From an optimization exercise on the open Yosys and OpenROAD flow, aimed at small area; shortcuts taken in it are not production practice.
Function was checked by simulation only, so behaviour that the tests miss may differ from the original.
Power is estimated from default activity; no workload was simulated.

## wip/cedar
## ap_ctrl_profiler
module ap_ctrl_profiler
#(
    parameter int NUM_CH  = 4,
    parameter int CNT_W   = 20,
    parameter int LAT_W   = 16,
    parameter int MAX_OUT = 4,
    localparam int CH_W   = (NUM_CH > 1) ? $clog2(NUM_CH) : 1
) (
    input  logic              clock,
    input  logic              reset,
    input  logic              finish,
    input  logic              clear,
    input  logic [NUM_CH-1:0] ch_start,
    input  logic [NUM_CH-1:0] ch_ready,
    input  logic [NUM_CH-1:0] ch_done,
    input  logic [NUM_CH-1:0] ch_continue,
    input  logic [CH_W-1:0]   rd_ch,
    input  logic [2:0]        rd_sel,
    output logic [CNT_W-1:0]  rd_data,
    output logic              rd_valid,
    output logic [NUM_CH-1:0] err,
    output logic              frozen,
    output logic              all_idle
);
    logic [CNT_W-1:0]  ts_r;
    logic [CNT_W-1:0]  ts_n_s;
    logic              frozen_r;
    logic [CNT_W-1:0]  rd_data_r;
  ...
For scale: ~3600 cells after synthesis, ~0.041 mm^2 of cells after synthesis.
clock: 6.0 ns
lec_check: 0
cap_margin: 10
core_margin: 2
core_utilization: 40
slew_margin: 10
standard.sh (not shown) runs the stock make flow with config.mk's settings and CLKGATE_MAP_FILE= SYNTH_SCRIPT=/design/flow/synth_recipe.tcl, a recipe that flattens the netlist after the stock synthesis.
==> flow/flow/run.sh <==
#!/bin/bash
# The standard layout (the standard.sh: standard synthesis, floorplan,
# placement, CTS, routing), with a leaner clock tree: clkbuf_16 buffers
# only, sink clusters of up to 24 flip-flops within 80 um, and no dummy loads.
# make's full output goes to standard.log in the work folder; each ORFS
# step's own log stays under orfs/logs/.
set -euo pipefail
export CTS_ARGS="-sink_clustering_enable -repair_clock_nets -dont_use_dummy_load -sink_clustering_size 24 -sink_clustering_max_diameter 80 -buf_list sky130_fd_sc_hd__clkbuf_16"
bash standard.sh > standard.log 2>&1
#### Input delta (wip/xenon over wip/cedar)
- SLEW_MARGIN now 0, was 10
- CTS_CLUSTER_SIZE now 20, previously not set
- CTS_BUF_LIST now sky130_fd_sc_hd__clkbuf_4 sky130_fd_sc_hd__clkbuf_8, previously not set
- CAP_MARGIN now 0, was 10
==> flow/run.sh (new file) <==
#!/bin/bash
# synth_recipe.tcl (not shown) runs the flow's synth.tcl, then flattens the netlist and writes it again
# the make line also repeats each setting of config.mk as NAME=value (left out here)
make -C /OpenROAD-flow-scripts/flow DESIGN_CONFIG=/design/flow/config.mk WORK_HOME=/design/flow/orfs CLKGATE_MAP_FILE= SYNTH_SCRIPT=/design/flow/synth_recipe.tcl finish
removed: flow/flow/run.sh
removed: flow/standard.sh
[summary]
wip/xenon reached the final stage; the timing, DRC and antenna checks on its layout passed.
wip/xenon against wip/cedar: maximum vdd ir drop went down, fraction of standard cell area in multi-input logic dropped 1.7 points, post-route met1 wirelength shows no meaningful change, final instance area now sits higher.
Delta (wip/xenon minus wip/cedar): clock buffer count now larger; worst-case hold slack closely matched the old numbers; internal power component went up; H-tree depth reported by CTS went up 2.
Inputs modified between wip/xenon and wip/sierra:
- CTS_CLUSTER_SIZE removed (was 20)
- CTS_BUF_LIST removed (was sky130_fd_sc_hd__clkbuf_4 sky130_fd_sc_hd__clkbuf_8)
- CAP_MARGIN changed from 0 to 20
- SLEW_MARGIN changed from 0 to 20
==> flow/flow/run.sh (new file) <==
#!/bin/bash
# The standard layout (the standard.sh: standard synthesis, floorplan,
# placement, CTS, routing), with a leaner clock tree: clkbuf_16 buffers
# only, sink clusters of up to 24 flip-flops within 80 um, and no dummy loads.
# make's full output goes to standard.log in the work folder; each ORFS
# step's own log stays under orfs/logs/.
set -euo pipefail
export CTS_ARGS="-sink_clustering_enable -repair_clock_nets -dont_use_dummy_load -sink_clustering_size 24 -sink_clustering_max_diameter 80 -buf_list sky130_fd_sc_hd__clkbuf_16"
bash standard.sh > standard.log 2>&1
==> flow/standard.sh (new file) <==
#!/bin/bash
# synth_recipe.tcl (not shown) runs the flow's synth.tcl, then flattens the netlist and writes it again
# the make line also repeats each setting of config.mk as NAME=value (left out here)
make -C /OpenROAD-flow-scripts/flow DESIGN_CONFIG=/design/flow/config.mk WORK_HOME=/design/flow/orfs CLKGATE_MAP_FILE= SYNTH_SCRIPT=/design/flow/synth_recipe.tcl "${@:-finish}"
removed: flow/run.sh
Findings:
- wip/sierra: flow completed, timing, DRC and antenna clean
- wip/xenon: no failed stages, no open violations at the end
- Per the comparison of wip/sierra with wip/xenon, number of nets in the layout went down; setup slack of the worst register-to-register path increased 0.02 ns; number of cells on the critical path saw little to no change.
- Diff wip/sierra and wip/xenon: total of clock buffers placed in the layout lower in wip/sierra
- Comparing post-detailed-routing wire length for wip/sierra and wip/xenon, the bigger number came from wip/xenon.
- Cell-internal power of wip/sierra falls short of that of wip/xenon by more than 10%.
- wip/sierra has more setup slack than wip/xenon.
- When wip/sierra is measured against wip/xenon, its clock skew after layout turns out 0.048 ns higher.
- Compared with wip/xenon, in wip/sierra overall power after layout decreased by 18% relative to the old numbers, register share of the cell area increased by 1.7 points relative to the old numbers, combinational power flat.
For wip/garnet, these inputs were changed with respect to wip/sierra:
==> flow/flow/run.sh <==
#!/bin/bash
# The standard layout (the standard.sh: standard synthesis, floorplan,
# placement, CTS, routing) with three changes:
#  - a leaner clock tree: clkbuf_16 buffers only, sink clusters of up to 24
#    flip-flops within 80 um, and no dummy loads;
#  - the port buffers are buf_1 cells;
#  - after global routing, repair_timing downsizes gates on paths with
#    slack (RECOVER_POWER, all paths considered).
# make's full output goes to standard.log in the work folder; each ORFS
# step's own log stays under orfs/logs/.
set -euo pipefail
export CTS_ARGS="-sink_clustering_enable -repair_clock_nets -dont_use_dummy_load -sink_clustering_size 24 -sink_clustering_max_diameter 80 -buf_list sky130_fd_sc_hd__clkbuf_16"
export BUFFER_PORTS_ARGS="-buffer_cell sky130_fd_sc_hd__buf_1"
export RECOVER_POWER=100
bash standard.sh > standard.log 2>&1
==> comparison <==
| wip/garnet | all stages done | FAIL | max-capacitance violations, max-slew violations |
A worst setup path endpoint of g_ch[3].u_ch.stall_r[19] is what wip/sierra shows, while g_ch[2].u_ch.stall_r[18] belongs to wip/garnet.
wip/garnet against wip/sierra; number of vias per cell after detailed routing is up slightly.
On combined area of all synthesized cells, wip/sierra and wip/garnet are basically level.
Fmax ends up higher on wip/sierra.
On share of power burned in combinational logic, wip/sierra and wip/garnet are basically level.
wip/sierra -> wip/garnet: combinational gate power decreased slightly
In the reports for wip/sierra and wip/garnet, the smaller share of power burned in registers belongs to wip/sierra.
The lower setup slack came out of wip/garnet.
Between wip/garnet and wip/sierra, it is wip/garnet whose wire length is higher, by 1100 um.
## Diff of input files: wip/umber against wip/garnet
==> flow/flow/run.sh <==
#!/bin/bash
# The standard layout (the standard.sh: standard synthesis, floorplan,
# placement, CTS, routing) with two changes:
#  - a leaner clock tree: clkbuf_16 buffers only, sink clusters of up to 24
#    flip-flops within 80 um, and no dummy loads;
#  - the port buffers are buf_1 cells.
# make's full output goes to standard.log in the work folder; each ORFS
# step's own log stays under orfs/logs/.
set -euo pipefail
export CTS_ARGS="-sink_clustering_enable -repair_clock_nets -dont_use_dummy_load -sink_clustering_size 24 -sink_clustering_max_diameter 80 -buf_list sky130_fd_sc_hd__clkbuf_16"
export BUFFER_PORTS_ARGS="-buffer_cell sky130_fd_sc_hd__buf_1"
bash standard.sh > standard.log 2>&1
==> comparison <==
[wip/garnet] flow finished | final checks: failed | reasons: max-capacitance violations, max-slew violations. Both conditions hold for wip/umber: the flow ran to the end and the final layout passed the timing, DRC and antenna checks. Power essentially unchanged between wip/garnet and wip/umber. Global-route track usage on met2: wip/garnet vs wip/umber identical. [diff] final critical-path setup slack, wip/umber relative to wip/garnet: regression.

==> port drivers added, routing unchanged <==
The flow's constraints put no driver on any port. The routed layouts listed below were extracted and timed again, unchanged, in two steps. Step 1 (the two cells are an assumption about what drives the block):
set clk [get_ports {clock}]
set_driving_cell -lib_cell sky130_fd_sc_hd__clkbuf_16 $clk
set_driving_cell -lib_cell sky130_fd_sc_hd__buf_2 [delete_from_list [all_inputs] $clk]
Step 2 adds t to the input delays and takes it off the output delays; t is the mean of the earliest and latest rising clock arrival at the registers after step 1. Input paths then give back, and output paths get back, about the clock's delay inside the block. a / b / c = ideal / step 1 / step 2; a / b = the first two.
run	t (ns)	setup WS [ns]	latest minus earliest clock arrival (ns)
wip/cedar	0.678	0.437 / 0.437 / 0.107	0.082 / 0.082
wip/xenon	0.861	0.448 / 0.448 / 0.080	0.037 / 0.037
wip/sierra	0.685	0.468 / 0.468 / 0.102	0.084 / 0.085
wip/garnet	0.672	0.268 / 0.268 / 0.068	0.113 / 0.113
wip/umber	0.673	0.258 / 0.258 / 0.258	0.112 / 0.111
The setup slack of wip/xenon, which loses most, moves by 0.000 ns with the drivers and by -0.368 ns with both steps.
